Source: an optimization exercise on an open RTL-to-GDS flow (aim: small area and a short achievable clock period). Production flows keep margins and buffers that such runs may drop.
In this exercise RTL edits were held to simulation tests only and were not proved equivalent to the original.
The clock port is modelled as an ideal driver; clocking choices that lean on that would not hold on a real chip.
No activity file was given, so power comes from the tool's default toggle rates.

### constraint.sdc
create_clock -name core_clock -period 5.0 [get_ports {clk}]
set_input_delay 1.0000 -clock core_clock [delete_from_list [all_inputs] [get_ports {clk}]]
set_output_delay 1.0000 -clock core_clock [all_outputs]
set_load 0.01 [all_outputs]
### config.mk
export PLATFORM = sky130hd
export DESIGN_NAME = tc_timer_bank
export DESIGN_NICKNAME = tc_timer_bank
export VERILOG_FILES = /design/flow/design.v
export SDC_FILE = /design/flow/constraint.sdc
export NUM_CORES = 4
export LEC_CHECK = 0
export CAP_MARGIN = 20
export CORE_MARGIN = 2
export CORE_UTILIZATION = 55
export PLACE_DENSITY = 0.7
export SLEW_MARGIN = 20
### flow/run.sh
#!/bin/bash
# Standard ORFS layout, with:
# - the I/O port buffers built from plain buf_1 cells (ORFS otherwise picks a
#   slow delay buffer for them); repair upsizes the ones on critical paths;
# - the buffers ABC inserted removed at floorplan instead of a setup repair
#   there, before placement has any wires to time;
# - clock tree sinks clustered 20 at a time within 100 um, without dummy loads;
# - setup repair aiming at 2.4 ns of slack up to clock tree synthesis, with a
#   second repair pass after it (flow/post_cts.tcl), and at 2.3 ns after global
#   routing.
set -euo pipefail
ARGS=(
   "BUFFER_PORTS_ARGS=-buffer_cell sky130_fd_sc_hd__buf_1"
   REMOVE_ABC_BUFFERS=1
   "CTS_ARGS=-sink_clustering_enable -repair_clock_nets -sink_clustering_size 20 -sink_clustering_max_diameter 100 -dont_use_dummy_load"
)
bash standard.sh "${ARGS[@]}" "POST_CTS_TCL=$PWD/flow/post_cts.tcl" SETUP_SLACK_MARGIN=2.4 cts > flow_make_cts.log 2>&1
bash standard.sh "${ARGS[@]}" SETUP_SLACK_MARGIN=2.3 finish > flow_make_finish.log 2>&1
### design.v
module tc_timer_bank #(
   parameter int               WIDTH      = 64,
   parameter int               CHANNELS   = 4,
   parameter int               PRESCALE_W = 8,
   parameter logic [WIDTH-1:0] START_TIME = '0,
   parameter int               CH_W       = (CHANNELS > 1) ? $clog2(CHANNELS) : 1
) (
   input  logic                  clk,
   input  logic                  rst,
   input  logic                  en,
   input  logic [PRESCALE_W-1:0] prescale,
   input  logic                  time_wr,
   output logic [WIDTH-1:0]      time_out,
   input  logic                  wr_en,
   input  logic [CH_W-1:0]       wr_ch,
   input  logic [1:0]            wr_addr,
   input  logic [WIDTH-1:0]      wr_data,
   input  logic [CH_W-1:0]       rd_ch,
   input  logic [1:0]            rd_addr,
   output logic [WIDTH-1:0]      rd_data,
   output logic [CHANNELS-1:0]   expire,
   output logic [CHANNELS-1:0]   irq
);
   localparam logic [1:0] A_CTRL   = 2'd0;
   localparam logic [1:0] A_RELOAD = 2'd1;
   localparam logic [1:0] A_COUNT  = 2'd2;
   localparam logic [1:0] A_STATUS = 2'd3;
   localparam int         CB       = 16;            
   localparam int         NB       = WIDTH / CB;    
   localparam logic [CB-1:0] C_ZERO = {CB{1'b0}};
   localparam logic [CB-1:0] C_ONE  = {{(CB-1){1'b0}}, 1'b1};
   localparam logic [CB-1:0] C_TWO  = {{(CB-2){1'b0}}, 2'b10};
   localparam logic [CB-1:0] C_FE   = {{(CB-1){1'b1}}, 1'b0};
   localparam logic [CB-1:0] C_ONES = {CB{1'b1}};
   function automatic logic [NB-1:0] byte_is(input logic [WIDTH-1:0] v, input logic [CB-1:0] b);
      for (int k = 0; k < NB; k++) byte_is[k] = (v[CB*k +: CB] == b);
   endfunction
   function automatic logic [NB-1:0] start_ones();
      for (int k = 0; k < NB; k++) start_ones[k] = (START_TIME[CB*k +: CB] == C_ONES);
   endfunction
   logic [PRESCALE_W-1:0] pre_q, pre_d, pre_inc;
   logic [WIDTH-1:0]      tbase_q, tbase_d, tinc;
   logic [NB-1:0]         tones_q, tones_d;    
   logic [NB-1:0]         tcarry;              
   logic                  tick, pre_ge;
   logic [CHANNELS-1:0]   run_q, run_d;
   logic [CHANNELS-1:0]   per_q, per_d;
   logic [CHANNELS-1:0]   irq_q, irq_d;
   logic [CHANNELS-1:0]   exp_q, exp_d;
   logic [CHANNELS-1:0]   rval_q, rval_d;    
   logic [CHANNELS-1:0]   cval_q, cval_d;    
   logic [CHANNELS-1:0]   reload_we;
   logic [WIDTH-1:0]      reload_q [CHANNELS];
   logic [WIDTH-1:0]      count_q  [CHANNELS];
   logic [WIDTH-1:0]      count_d  [CHANNELS];
   logic [WIDTH-1:0]      cdec     [CHANNELS];   
   logic [NB-1:0]         czero_q  [CHANNELS];   
   logic [NB-1:0]         czero_d  [CHANNELS];
   logic [NB-1:0]         cborrow  [CHANNELS];   
   logic [CHANNELS-1:0]   cle1_q, cle1_d;            
   logic [WIDTH-1:0]      rd_q, rd_d;
   always_ff @(posedge clk or posedge rst) begin
      if (rst) begin
         pre_q   <= '0;
         tbase_q <= START_TIME;
         tones_q <= start_ones();
         run_q   <= '0;
         per_q   <= '0;
         irq_q   <= '0;
         exp_q   <= '0;
         rval_q  <= '0;
         cval_q  <= '0;
         rd_q    <= '0;
      end else begin
         pre_q   <= pre_d;
         tbase_q <= tbase_d;
         tones_q <= tones_d;
         run_q   <= run_d;
         per_q   <= per_d;
         irq_q   <= irq_d;
         exp_q   <= exp_d;
         rval_q  <= rval_d;
         cval_q  <= cval_d;
         rd_q    <= rd_d;
      end
   end
   always_ff @(posedge clk) begin
      for (int c = 0; c < CHANNELS; c++) begin
         if (reload_we[c]) reload_q[c] <= wr_data;
         count_q[c] <= count_d[c];
         czero_q[c] <= czero_d[c];
      end
      cle1_q <= cle1_d;
   end
   for (genvar i = 0; i < PRESCALE_W; i++) begin : g_pre
      if (i == 0) begin : g_lsb
         assign pre_inc[i] = ~pre_q[i];
      end else begin : g_bit
         assign pre_inc[i] = pre_q[i] ^ (&pre_q[i-1:0]);
      end
   end
   localparam int PL = $clog2(PRESCALE_W) + 1;
   logic [PRESCALE_W-1:0] cmp_g [PL];
   logic [PRESCALE_W-1:0] cmp_p [PL];
   assign cmp_g[0] = ~pre_q & prescale;
   assign cmp_p[0] = ~pre_q | prescale;
   for (genvar l = 1; l < PL; l++) begin : g_cmp
      for (genvar i = 0; i < PRESCALE_W; i++) begin : g_node
         if ((i % (1 << l)) == 0 && i + (1 << (l - 1)) < PRESCALE_W) begin : g_pair
            assign cmp_g[l][i] = cmp_g[l-1][i + (1 << (l - 1))]
                               | (cmp_p[l-1][i + (1 << (l - 1))] & cmp_g[l-1][i]);
            assign cmp_p[l][i] = cmp_p[l-1][i + (1 << (l - 1))] & cmp_p[l-1][i];
         end else begin : g_pass
            assign cmp_g[l][i] = cmp_g[l-1][i];
            assign cmp_p[l][i] = cmp_p[l-1][i];
         end
      end
   end
   assign pre_ge = ~cmp_g[PL-1][0];
   for (genvar k = 0; k < NB; k++) begin : g_tbyte
      if (k == 0) begin : g_first
         assign tcarry[k] = 1'b1;
      end else begin : g_next
         assign tcarry[k] = &tones_q[k-1:0];
      end
      for (genvar j = 0; j < CB; j++) begin : g_bit
         if (j == 0) begin : g_lsb
            assign tinc[CB*k+j] = tbase_q[CB*k+j] ^ tcarry[k];
         end else begin : g_rest
            assign tinc[CB*k+j] = tbase_q[CB*k+j] ^ (tcarry[k] & (&tbase_q[CB*k +: j]));
         end
      end
   end
   logic [WIDTH/4-1:0]    cnz      [CHANNELS];
   for (genvar c = 0; c < CHANNELS; c++) begin : g_ch
      for (genvar m = 0; m < WIDTH / 4; m++) begin : g_nz
         assign cnz[c][m] = ~(|count_q[c][4*m +: 4]);
      end
      for (genvar k = 0; k < NB; k++) begin : g_byte
         if (k == 0) begin : g_first
            assign cborrow[c][k] = 1'b1;
         end else begin : g_next
            assign cborrow[c][k] = &czero_q[c][k-1:0];
         end
         for (genvar j = 0; j < CB; j++) begin : g_bit
            if (j == 0) begin : g_lsb
               assign cdec[c][CB*k+j] = count_q[c][CB*k+j] ^ cborrow[c][k];
            end else if (j % 4 == 0) begin : g_nib
               assign cdec[c][CB*k+j] = count_q[c][CB*k+j] ^ (cborrow[c][k] & (&cnz[c][CB/4*k +: j/4]));
            end else if (j < 4) begin : g_low
               assign cdec[c][CB*k+j] = count_q[c][CB*k+j] ^ (cborrow[c][k] & ~(|count_q[c][CB*k +: j]));
            end else begin : g_rest
               assign cdec[c][CB*k+j] = count_q[c][CB*k+j]
                                      ^ (cborrow[c][k] & (&cnz[c][CB/4*k +: j/4]) & ~(|count_q[c][CB*k+4*(j/4) +: j%4]));
            end
         end
      end
   end
   always_comb begin
      logic [NB-1:0] tfe;
      tick  = en && pre_ge;
      pre_d = pre_q;
      if (en) pre_d = tick ? '0 : pre_inc;
      tfe = byte_is(tbase_q, C_FE);
      if (time_wr) begin
         tbase_d = wr_data;
         tones_d = byte_is(wr_data, C_ONES);
      end else if (tick) begin
         tbase_d = tinc;
         tones_d = (tcarry & tfe) | (~tcarry & tones_q);
      end else begin
         tbase_d = tbase_q;
         tones_d = tones_q;
      end
   end
   always_comb begin
      logic [NB-1:0] wd_zero;
      logic          wd_le1;
      wd_zero = byte_is(wr_data, C_ZERO);
      wd_le1  = (&wd_zero[NB-1:1]) && !(|wr_data[CB-1:1]);
      for (int c = 0; c < CHANNELS; c++) begin
         logic sel, w_ctrl, w_rl, w_cnt, w_st, start, act, le1, ex;
         logic s_wd, s_rl, s_dec, s_hold, s_zero;
         logic [NB-1:0] one, rl_zero, dec_zero;
         sel    = wr_en && (wr_ch == CH_W'(c));
         w_ctrl = sel && (wr_addr == A_CTRL);
         w_rl   = sel && (wr_addr == A_RELOAD);
         w_cnt  = sel && (wr_addr == A_COUNT);
         w_st   = sel && (wr_addr == A_STATUS);
         start  = w_ctrl && !run_q[c] && wr_data[0];
         act    = run_q[c] && !(sel && wr_addr != A_STATUS);
         le1    = cle1_q[c];
         ex     = tick && (act && le1);
         exp_d[c]  = ex;
         irq_d[c]  = ex || (irq_q[c] && !(w_st && wr_data[0]));
         run_d[c]  = w_ctrl ? wr_data[0] : (run_q[c] && !(tick && (act && le1 && !per_q[c])));
         per_d[c]  = w_ctrl ? wr_data[1] : per_q[c];
         rval_d[c] = rval_q[c] || w_rl;
         cval_d[c] = cval_q[c] || w_cnt || start || (tick && (act && le1 && per_q[c]));
         reload_we[c] = w_rl;
         s_wd   = w_cnt;
         s_rl   = (start && rval_q[c]) || (tick && (act && le1 && per_q[c] && rval_q[c]));
         s_zero = (start && !rval_q[c]) || (tick && (act && le1 && !(per_q[c] && rval_q[c])));
         s_dec  = tick && (act && !le1);
         s_hold = !w_cnt && !start && !(tick && act);
         one      = byte_is(count_q[c], C_ONE);
         dec_zero = (cborrow[c] & one) | (~cborrow[c] & czero_q[c]);
         rl_zero  = byte_is(reload_q[c], C_ZERO);
         count_d[c] = ({WIDTH{s_wd}}   & wr_data)
                    | ({WIDTH{s_rl}}   & reload_q[c])
                    | ({WIDTH{s_dec}}  & cdec[c])
                    | ({WIDTH{s_hold}} & count_q[c]);
         cle1_d[c]  = (s_wd   && wd_le1)
                   || (s_rl   && (&rl_zero[NB-1:1]) && !(|reload_q[c][CB-1:1]))
                   ||  s_zero
                   || (s_dec  && (&czero_q[c][NB-1:1]) && count_q[c][CB-1:0] == C_TWO)
                   || (s_hold && cle1_q[c]);
         czero_d[c] = ({NB{s_wd}}   & wd_zero)
                    | ({NB{s_rl}}   & rl_zero)
                    | ({NB{s_zero}})
                    | ({NB{s_dec}}  & dec_zero)
                    | ({NB{s_hold}} & czero_q[c]);
      end
   end
   always_comb begin
      rd_d = '0;
      for (int c = 0; c < CHANNELS; c++) begin
         logic ch;
         ch = (rd_ch == CH_W'(c));
         rd_d = rd_d
              | ({WIDTH{ch && rd_addr == A_CTRL}}                & WIDTH'({per_q[c], run_q[c]}))
              | ({WIDTH{ch && rd_addr == A_RELOAD && rval_q[c]}} & reload_q[c])
              | ({WIDTH{ch && rd_addr == A_COUNT && cval_q[c]}}  & count_q[c])
              | ({WIDTH{ch && rd_addr == A_STATUS}}              & WIDTH'(irq_q[c]));
      end
   end
   assign time_out = tbase_q;
   assign rd_data  = rd_q;
   assign expire   = exp_q;
   assign irq      = irq_q;
endmodule
### standard.sh
#!/bin/bash
# synth_recipe.tcl (not shown) runs the flow's synth.tcl, then flattens the netlist and writes it again
# the make line also repeats each setting of config.mk as NAME=value (left out here)
make -C /OpenROAD-flow-scripts/flow DESIGN_CONFIG=/design/flow/config.mk WORK_HOME=/design/flow/orfs CLKGATE_MAP_FILE= SYNTH_SCRIPT=/design/flow/synth_recipe.tcl "${@:-finish}"
### flow/post_cts.tcl
# Sourced by ORFS's cts.tcl after its own repair: repair setup timing once more,
# since a single repair_timing call often stops short of its margin.
estimate_parasitics -placement
repair_timing_helper
detailed_placement
check_placement -verbose
==> impl_metrics.json, run 1 <==
{
  "met3_usage_pct": 13.6,
  "maxCapViolations": 0,
  "p_leak_nw": 14.3,
  "worst_setup_path_start_kind": "input port",
  "cp-end-kind": "register",
  "synth_xor_area_share_pct": 3.81,
  "worst-setup-path-type": "in2reg",
  "gp_congestion": 0.988,
  "hold_end": "count_q[3][63]",
  "yosysUniqueCellTypes": 82,
  "drive_gt1_share_pct": 9.73,
  "initial_core_util_pct": 55.8,
  "finalPower_mw": 16.1,
  "num_antenna_cells": 0,
  "synth-simple-area-share_pct": 17.8,
  "io_buffer_count": 220,
  "post-dp-hpwl_um": 91600,
  "cts_tree": "yes",
  "overflow": 0,
  "r2r_slack_ns": 2.33,
  "final_nets": 3865,
  "period_needed_ns": 2.81,
  "slew_headroom_pct": 25.1,
  "cellPowerDensity_nw_per_um2": 412,
  "ys_seq_area_share_pct": 50.1,
  "use_met2_pct": 64.4,
  "synth_async_sr_flop_share_pct": 23.5,
  "routed_via_density": 7.45,
  "timing.fmax_mhz": 356,
  "ant_nets": 0,
  "synthCells": 3466,
  "drtIter0Drc": 5924,
  "clock-sinks": 695,
  "netlist_area_um2": 34500,
  "fill_cells": 5063,
  "hold_slack_ns": 0.489,
  "ys.flop_type": "dfxtp_1",
  "synth_edf_count": 256,
  "pin_count": 221,
  "dr.pass1.iters": 7,
  "row_count": 91,
  "hold_violations": 0,
  "drc": 0,
  "synth_mux_area_share_pct": 0.595,
  "syn_avg_cell_area_um2": 9.95,
  "num_vias": 33700,
  "antenna_found_initial": 3,
  "reg2regPathDepth": 8,
  "rsz0062_at_grt": "yes",
  "fin_skew_ns": 0.0281,
  "synth_fa_ha_area_share_pct": 3.22,
  "yosys_register_bits": 695,
  "ys_warn_count": 11,
  "critPathRequiredTime_ns": 5.48,
  "wl_per_cell_um": 32.5,
  "top_usage_layer": "met2",
  "max_slew.worst_pin.slew_ns": 1.11,
  "insertion_delay_ns": 0.62,
  "grt_usage_pct": 44.5,
  "rr_endpoint": "count_q[0][29]",
  "synth_top_family_by_area": "compound AO/OA/AOI/OAI gates",
  "path_max_fanout": 36,
  "clk_pin_slew_worst_paths_ns": 0.09,
  "r2r-start": "czero_q[0][0]",
  "die_h_um": 254,
  "grt_pass1_wl_um": 211000,
  "area_delta_synth_final_pct": 13.3,
  "whs_path_depth": 2,
  "drv_slew": 0,
  "hold_path_class": "reg2reg",
  "grt_max_degree": 96,
  "setup_violations": 0,
  "dieArea_um2": 64700,
  "grt.met1_usage_pct": 58.9,
  "arrival_ns": 3.29,
  "status": "finished clean",
  "die_w_um": 254,
  "fin_crit_sh_pct": 56.2,
  "ir_drop_mv": 0.268,
  "wirelength_um": 147000,
  "synth-compound-area-share_pct": 20.4,
  "grt_pass1_vias": 31800,
  "hold_start": "count_q[3][63]",
  "coreArea_um2": 61800
}
cells in the mapped netlist (8+ instances only):
| cell | number | share of area [%] |
|---|---|---|
| nand2_1 | 434 | 4.7 |
| dfrtp_1 | 163 | 12 |
| nand3_1 | 85 | 1.2 |
| or3_1 | 28 | 0.51 |
| a22oi_1 | 372 | 8.1 |
| dfxtp_1 | 276 | 16 |
| buf_2 | 42 | 0.61 |
| o211ai_1 | 15 | 0.33 |
| xnor2_1 | 75 | 1.9 |
| and4_1 | 8 | 0.20 |
| or4_1 | 22 | 0.48 |
| o22ai_1 | 11 | 0.20 |
| a211oi_1 | 8 | 0.17 |
| mux2_2 | 10 | 0.33 |
| nor3_1 | 84 | 1.2 |
| nor4_1 | 120 | 2.2 |
| a222oi_1 | 17 | 0.49 |
| nor2_1 | 132 | 1.4 |
| ha_1 | 87 | 3.2 |
| and2_1 | 9 | 0.16 |
| o21ai_0 | 226 | 3.3 |
| or2_2 | 10 | 0.18 |
| buf_1 | 11 | 0.12 |
| clkbuf_1 | 155 | 1.7 |
| xor2_1 | 75 | 1.9 |
| nand2b_1 | 21 | 0.38 |
| and3_1 | 47 | 0.85 |
| a221o_1 | 121 | 3.5 |
| a221oi_1 | 32 | 0.81 |
| edfxtp_1 | 256 | 22 |
| nand3b_1 | 31 | 0.67 |
| a32oi_1 | 18 | 0.46 |
| a22o_1 | 13 | 0.33 |
| nor2b_1 | 9 | 0.16 |
| inv_1 | 124 | 1.3 |
| a31oi_1 | 25 | 0.45 |
| nor3b_1 | 15 | 0.33 |
| nand4_1 | 129 | 2.3 |
| a21oi_1 | 35 | 0.51 |
critical path: stages:
cell	delay, ns
buf_1	0.18
nor2b_2	0.56
nand3_1	0.50
nor2_4	0.32
buf_12	0.31
a22oi_1	0.17
nand4_1	0.24
cells by family (layout without fill, tap and decap cells):
kind of cell,after synthesis,in the layout
fa+ha+maj,89,89
mux,18,18
compound gates,961,963
xor+xnor,150,150
buf+inv,342,553
flops,695,695
simple gates,1211,1223
stage by stage:
stage          TNS (ns)  area, um2  std cells  util [%]  worst slack [ns]
6_report              0      39100       4528      63.2              2.19
5_1_grt               0      39100       4528      63.2              2.22
3_5_place_dp          0      36500       4400      59.1              1.06
3_3_place_gp          0      36500       4399      59.1             0.935
2_1_floorplan    -81.03      33600       3248         -            -0.500
worst max-delay path by stage:
stage	depth (start not counted)	end	from
after floorplan	4	count_q[1][59]	wr_addr[0]
after global placement	8	czero_q[1][1]	prescale[0]
after detailed placement	9	count_q[2][33]	wr_ch[0]
after global routing	8	count_q[0][31]	wr_ch[0]
final	7	rd_q[0]	rd_addr[0]
placed cells by master, fill, tap and decap left out, types with 122 or more instances in the layout:
master / instances
nand4_1: 129
dfrtp_1: 162
o21ai_0: 219
nor2_1: 126
nand2_1: 432
inv_1: 122
edfxtp_1: 256
buf_1: 213
a22oi_1: 372
dfxtp_1: 273
where the power goes:
group	internal, mW	switching, mW	total (mW)
combinational	1.77	2.25	4.01
clock	1.43	1.93	3.36
sequential	7.04	1.67	8.71
sequential cells by signal (all words and copies together), names as in the netlist, 8 cells and up, named ones only:
name and count:
count_q 256, czero_q 16, pre_q 8, rd_q 64
reload_q 256, tbase_q 64
final cells by class:
| cell class | instances | area [um2] | area share [%] |
|---|---|---|---|
| inverters | 124 | 477 | 1.22 |
| flip-flops and latches | 695 | 17300 | 44.3 |
| well taps | 837 | 1050 | 2.68 |
| clock buffers | 40 | 1000 | 2.56 |
| multi-input cells | 2443 | 16600 | 42.5 |
| repair buffers | 389 | 2640 | 6.75 |
per-layer routing:
metal | part of all wire, % | wire [um] | up-vias
li1 | - | - | 13800
met5 | 0.020 | 30 | -
met1 | 35 | 52000 | 16100
met2 | 42 | 61600 | 3084
met3 | 16 | 23000 | 741
met4 | 7.3 | 10700 | 4
==> run 2, diff against run 1 <==
==> flow/run.sh (replaced) <==
#!/bin/bash
# Standard ORFS layout, with:
# - the I/O port buffers built from plain buf_1 cells (ORFS otherwise picks a
#   slow delay buffer for them); repair upsizes the ones on critical paths;
# - the buffers ABC inserted removed at floorplan instead of a setup repair
#   there, before placement has any wires to time;
# - clock tree sinks clustered 20 at a time within 100 um, without dummy loads;
# - setup repair aiming at 2.45 ns of slack up to clock tree synthesis, with a
#   second repair pass after it (flow/post_cts.tcl), and at 2.35 ns after global
#   routing.
set -euo pipefail
ARGS=(
   "BUFFER_PORTS_ARGS=-buffer_cell sky130_fd_sc_hd__buf_1"
   REMOVE_ABC_BUFFERS=1
   "CTS_ARGS=-sink_clustering_enable -repair_clock_nets -sink_clustering_size 20 -sink_clustering_max_diameter 100 -dont_use_dummy_load"
)
bash standard.sh "${ARGS[@]}" "POST_CTS_TCL=$PWD/flow/post_cts.tcl" SETUP_SLACK_MARGIN=2.45 cts > flow_make_cts.log 2>&1
bash standard.sh "${ARGS[@]}" SETUP_SLACK_MARGIN=2.35 finish > flow_make_finish.log 2>&1
--- a/config.mk
+++ b/config.mk
@@ -8,5 +8,4 @@
 export CAP_MARGIN = 20
 export CORE_MARGIN = 2
 export CORE_UTILIZATION = 55
-export PLACE_DENSITY = 0.7
 export SLEW_MARGIN = 20
==> impl_metrics.json, run 2 <==
{
  "power.switching_mw": 5.86,
  "hold_start": "cval_q[1]",
  "multiInputGateArea_um2": 16600,
  "cp-end-kind": "register",
  "yosysUniqueCellTypes": 82,
  "num_vias": 33700,
  "largestRegisters": "count_q x256, reload_q x256",
  "row_count": 91,
  "routed_via_density": 7.42,
  "synth_edf_count": 256,
  "path_max_fanout": 19,
  "synth.most_common_cell": "nand2_1",
  "timing.fmax_mhz": 380,
  "coreArea_um2": 61800,
  "synthCells": 3466,
  "area_delta_synth_final_pct": 13.7,
  "post-dp-hpwl_um": 93100,
  "wl_per_cell_um": 32.6,
  "ys_seq_area_share_pct": 50.1,
  "placed_area_um2": 36500,
  "dr.pass1.iters": 10,
  "worst_setup_path_start_kind": "input port",
  "hold_path_class": "reg2reg",
  "period_needed_ns": 2.63,
  "netSwitchingFraction_pct": 36.4,
  "pin_count": 221,
  "cellPowerDensity_nw_per_um2": 411,
  "whs_path_depth": 1,
  "pre_cts_slack_ns": 1.03,
  "final_common_cell": "nand2_1",
  "rr_endpoint": "count_q[2][14]",
  "grt_usage_pct": 44.4,
  "synth_top_area_share_pct": 22.3,
  "r2r_slack_ns": 2.39,
  "ys_warn_count": 11,
  "rsz0062_at_grt": "yes",
  "hold_slack_ns": 0.483,
  "drc": 0,
  "fill_cells": 5141,
  "ir_drop_mv": 0.297,
  "die_h_um": 254,
  "cts_tree": "yes",
  "layout_setup_ws_ns": 2.37,
  "fin_crit_sh_pct": 52.7,
  "overflow": 0,
  "synthTopCellsByArea": "edfxtp_1 22%, dfxtp_1 16%, dfrtp_1 12%",
  "initial_core_util_pct": 55.8,
  "antenna_found_initial": 12,
  "p_leak_nw": 14.4,
  "design_area_um2": 39200,
  "reg2regPathDepth": 7,
  "maxCapViolations": 0,
  "hold_end": "cval_q[1]",
  "r2r-start": "count_q[2][1]",
  "final_nets": 3874,
  "clk_pin_slew_worst_paths_ns": 0.09,
  "path_cells": "clkbuf_2, inv_1, a222oi_1, buf_4, o21ai_4, buf_12, o21ai_1, buf_4, and2_4, a221o_1",
  "clock-sinks": 695,
  "status": "finished clean",
  "drtIter0Drc": 5696,
  "synth_area_leader_cell": "edfxtp_1",
  "gp_congestion": 0.964,
  "grt.met1_usage_pct": 59.3,
  "clkPwrFrac_pct": 21.1,
  "netlist_area_um2": 34500,
  "hold_violations": 0,
  "drive_gt1_share_pct": 10.5,
  "regArea_um2": 17300,
  "use_met2_pct": 64.3,
  "final_cell_mix": "431 x nand2_1, 372 x a22oi_1, 271 x dfxtp_1",
  "yosys-top-cells-count": "434 x nand2_1, 372 x a22oi_1, 276 x dfxtp_1, 256 x edfxtp_1, 226 x o21ai_0",
  "cpMostUsedCell": "buf_4",
  "syn_avg_cell_area_um2": 9.95,
  "worst-setup-path-type": "in2reg",
  "yosys_register_bits": 695,
  "grt_pass1_wl_um": 211000,
  "met3_usage_pct": 13.9,
  "slew_headroom_pct": 27.9,
  "cpMaxStageDelayCell": "and2_4",
  "grt_max_degree": 106,
  "drv_slew": 0,
  "p_int_mw": 10.3,
  "wirelength_um": 148000,
  "ys.flop_type": "dfxtp_1",
  "top_usage_layer": "met2",
  "grt_pass1_vias": 31700,
  "fin_skew_ns": 0.0304,
  "share_comb_of_total_power_pct": 24.8,
  "die_w_um": 254,
  "ant_nets": 0,
  "power_frac_seq_pct": 54.1,
  "setup_violations": 0,
  "dieArea_um2": 64700,
  "insertion_delay_ns": 0.62,
  "synth_async_sr_flop_share_pct": 23.5,
  "critPathRequiredTime_ns": 5.56,
  "cpPeakStageDelay_ns": 0.50,
  "arrival_ns": 3.20,
  "max_slew.worst_pin.slew_ns": 1.08,
  "io_buffer_count": 220,
  "finalPower_mw": 16.1
}
[run 2: cell counts after synthesis]
Identical to the previous run, type by type.
[run 2: metrics by stage]
stage | setup TNS, ns | utilization (%) | std cells
after floorplan | -81.03 | - | 3248
after global placement | 0 | 59.0 | 4399
after detailed placement | 0 | 59.1 | 4399
after global routing | 0 | 63.4 | 4537
final | 0 | 63.4 | 4542
[run 2: worst max path at each step]
stage	start	endpoint	slack, ns	cells after the start
final	prescale[7]	count_q[1][56]	2.37	10
after global routing	czero_q[1][0]	count_q[1][25]	2.28	10
after detailed placement	wr_ch[1]	count_q[2][11]	1.03	9
after global placement	wr_ch[1]	count_q[2][51]	1.19	9
after floorplan	wr_addr[0]	count_q[1][59]	-0.50	4
[run 2: worst max-delay path, delay by kind of cell]
family | cells | cell delay [ns]
simple gates | 1 | 0.50
compound gates | 4 | 0.82
buf+inv | 5 | 0.85
[run 2: cell type report]
type / count / area share, %
Sequential cell: 695 / 44.2
Multi-Input combinational cell: 2438 / 42.4
Timing Repair Buffer: 403 / 7.00
Tap cell: 837 / 2.67
Clock buffer: 40 / 2.55
Inverter: 124 / 1.23
Antenna cell: 5 / 0.0319
[run 2: layer usage]
metal	up-vias	part of all wire [%]
li1	13800	-
met2	2919	42
met4	6	6.6
met5	-	0.041
met3	642	15
met1	16300	37
[run 2: cells by family after synthesis]
| logic type | after synthesis | synth area share (%) |
|---|---|---|
| compound gates | 961 | 20.4 |
| flops | 695 | 50.1 |
| mux | 18 | 0.595 |
| fa+ha+maj | 89 | 3.22 |
| xor+xnor | 150 | 3.81 |
| simple gates | 1211 | 17.8 |
| buf+inv | 342 | 4.04 |
[run 2: power by group through the flow]
| stage | Clock [mW] | Sequential [mW] | Combinational [mW] |
|---|---|---|---|
| after floorplan | 0 | 8.21 | 2.39 |
| after global placement | 0 | 8.65 | 3.45 |
| after detailed placement | 0 | 8.69 | 3.58 |
| after global routing | 3.56 | 8.83 | 4.33 |
| final | 3.40 | 8.72 | 4.00 |
==> run 3, diff against run 2 <==
==> flow/run.sh (replaced) <==
#!/bin/bash
# Standard ORFS layout, with:
# - the I/O port buffers built from plain buf_1 cells (ORFS otherwise picks a
#   slow delay buffer for them); repair upsizes the ones on critical paths;
# - the buffers ABC inserted removed at floorplan instead of a setup repair
#   there, before placement has any wires to time;
# - clock tree sinks clustered 20 at a time within 100 um, without dummy loads;
# - setup repair aiming at 2.5 ns of slack up to clock tree synthesis, with a
#   second repair pass after it (flow/post_cts.tcl), and at 2.45 ns after global
#   routing.
set -euo pipefail
ARGS=(
   "BUFFER_PORTS_ARGS=-buffer_cell sky130_fd_sc_hd__buf_1"
   REMOVE_ABC_BUFFERS=1
   "CTS_ARGS=-sink_clustering_enable -repair_clock_nets -sink_clustering_size 20 -sink_clustering_max_diameter 100 -dont_use_dummy_load"
)
bash standard.sh "${ARGS[@]}" "POST_CTS_TCL=$PWD/flow/post_cts.tcl" SETUP_SLACK_MARGIN=2.5 cts > flow_make_cts.log 2>&1
bash standard.sh "${ARGS[@]}" SETUP_SLACK_MARGIN=2.45 finish > flow_make_finish.log 2>&1
==> impl_metrics.json, run 3 <==
{
  "drive_gt1_share_pct": 14.9,
  "ys.flop_type": "dfxtp_1",
  "synthCells": 3466,
  "drtIter0Drc": 6259,
  "io_buffer_count": 220,
  "grt_pass1_vias": 32200,
  "timing.fmax_mhz": 378,
  "cp-end-kind": "register",
  "cellPowerDensity_nw_per_um2": 401,
  "clock-sinks": 695,
  "num_vias": 34700,
  "cts_tree": "yes",
  "drv_slew": 0,
  "drc": 0,
  "die_w_um": 254,
  "yosysUniqueCellTypes": 82,
  "finalPower_mw": 16.5,
  "die_h_um": 254,
  "slew_headroom_pct": 34.3,
  "final_nets": 3962,
  "pin_count": 221,
  "initial_core_util_pct": 55.8,
  "path_max_fanout": 39,
  "clk_pin_slew_worst_paths_ns": 0.08,
  "fin_crit_sh_pct": 52.9,
  "synth_async_sr_flop_share_pct": 23.5,
  "grt_max_degree": 106,
  "ys_warn_count": 11,
  "p_leak_nw": 15.3,
  "syn_avg_cell_area_um2": 9.95,
  "worst-setup-path-type": "in2reg",
  "final_cell_mix": "417 x nand2_1, 343 x a22oi_1, 269 x dfxtp_1",
  "grt_pass1_wl_um": 218000,
  "wl_per_cell_um": 33.4,
  "area_delta_synth_final_pct": 19.0,
  "insertion_delay_ns": 0.63,
  "hold_path_class": "reg2reg",
  "maxCapViolations": 0,
  "setup_violations": 0,
  "overflow": 0,
  "post-dp-hpwl_um": 93100,
  "coreArea_um2": 61800,
  "yosys-top-cells-count": "434 x nand2_1, 372 x a22oi_1, 276 x dfxtp_1, 256 x edfxtp_1, 226 x o21ai_0",
  "period_needed_ns": 2.64,
  "fill_cells": 4891,
  "routed_via_density": 7.49,
  "antenna_found_initial": 9,
  "synthTopCellsByArea": "edfxtp_1 22%, dfxtp_1 16%, dfrtp_1 12%",
  "yosys_register_bits": 695,
  "final_common_cell": "nand2_1",
  "row_count": 91,
  "gp_congestion": 0.964,
  "fin_skew_ns": 0.0328,
  "largestRegisters": "count_q x256, reload_q x256",
  "synth_edf_count": 256,
  "synth_area_leader_cell": "edfxtp_1",
  "synth.most_common_cell": "nand2_1",
  "worst_setup_path_start_kind": "input port",
  "synth_top_area_share_pct": 22.3,
  "arrival_ns": 3.15,
  "status": "finished clean",
  "max_slew.worst_pin.slew_ns": 0.977,
  "critPathRequiredTime_ns": 5.51,
  "dr.pass1.iters": 9,
  "grt_usage_pct": 46.1,
  "dieArea_um2": 64700,
  "ant_nets": 0,
  "netlist_area_um2": 34500,
  "ys_seq_area_share_pct": 50.1,
  "wirelength_um": 155000,
  "hold_violations": 0,
  "rsz0062_at_grt": "yes",
  "ir_drop_mv": 0.294,
  "tns_ns": 0
}
[run 3: final timing paths]
path                                 from        endpoint  depth (start not counted)  slack [ns]
max in group asynchronous             rst        rd_q[63]                          3        3.66
hold reg to reg            count_q[3][62]  count_q[3][62]                          2        0.49
min in group asynchronous             rst     tbase_q[24]                          2        0.50
hold / removal             count_q[3][62]  count_q[3][62]                          2        0.49
setup / recovery                 rd_ch[1]         rd_q[7]                          6        2.36
setup reg to reg               tones_q[0]     tbase_q[60]                          8        2.41
[run 3: metrics by stage]
step	cell area, um2	hold WS [ns]	worst slack [ns]	utilization (%)	std cells
6_report	41100	0.487	2.36	66.4	4630
5_1_grt	41000	0.510	2.32	66.4	4625
3_5_place_dp	36500	0.451	1.03	59.1	4399
3_3_place_gp	36500	0.450	1.19	59.0	4399
2_1_floorplan	33600	0.429	-0.500	-	3248
[run 3: critical path, stage by stage]
cell and delay [ns]:
buf_1 0.42, nor2b_1 0.28, and3_4 0.70, buf_4 0.37, a22oi_1 0.10, nand4_1 0.19
[run 3: report_power, final]
part | internal [mW] | total (mW) | leakage [nW] | switching [mW]
Sequential | 7.05 | 8.75 | 6.68 | 1.71
Clock | 1.43 | 3.40 | 0.493 | 1.97
Combinational | 1.96 | 4.30 | 8.09 | 2.34
Total | 10.4 | 16.5 | 15.3 | 6.02
[run 3: area by class of cell]
type                       count  area [um2]  share of cell area (%)
sequential                   695       17300                    42.2
multi-input combinational   2443       17200                    41.8
timing repair buffer         486        4050                    9.85
tap                          837        1050                    2.55
clock buffer                  40        1000                    2.44
inverter                     124         477                    1.16
antenna                        5        12.5                  0.0305
[run 3: logic make-up after synthesis]
| logic type | after synthesis | share of synthesized area (%) |
|---|---|---|
| buffers and inverters | 342 | 4.04 |
| AO/OA/AOI/OAI | 961 | 20.4 |
| adder cells (fa/ha/maj) | 89 | 3.22 |
| AND/OR/NAND/NOR | 1211 | 17.8 |
| multiplexers | 18 | 0.595 |
| XOR/XNOR | 150 | 3.81 |
| flip-flops | 695 | 50.1 |
[run 3: routing by layer]
metal | global-route usage, % | up-vias | part of all wire [%]
met5 | 0.602 | - | 0.11
met4 | 26.3 | 14 | 7.3
met3 | 15.2 | 786 | 16
met2 | 65.6 | 3170 | 41
met1 | 61.4 | 16700 | 36
li1 | - | 14000 | -

==> static timing again, ports no longer ideal <==
No port has a modelled driver above. Below, the same layouts with a new extraction and two added sets of constraints. Step 1 (the two cells are an assumption about what drives the block):
set clk [get_ports {clk}]
set_driving_cell -lib_cell sky130_fd_sc_hd__clkbuf_16 $clk
set_driving_cell -lib_cell sky130_fd_sc_hd__buf_2 [delete_from_list [all_inputs] $clk]
Step 2 times the ports against the registers' clock, not the clock port: input delays grow and output delays shrink by t, the midpoint of the rising clock arrivals with the driver on. a / b / c = ideal ports / drivers / drivers and shift; a / b = the first two.
run | t, ns | slack for setup (ns) | hold slack, ns | worst register clock-pin slew, ns | worst slew at a driven data input, ns
run 1 | 0.668 | 2.190 / 2.233 / 1.565 | 0.489 / 0.489 / 0.489 | 0.09 / 0.09 | 0.04
run 2 | 0.682 | 2.367 / 2.388 / 1.733 | 0.483 / 0.440 / 0.483 | 0.10 / 0.10 | 0.05
run 3 | 0.681 | 2.356 / 2.403 / 1.722 | 0.487 / 0.454 / 0.487 | 0.10 / 0.10 | 0.05
After both steps setup and hold are still met in every run listed.
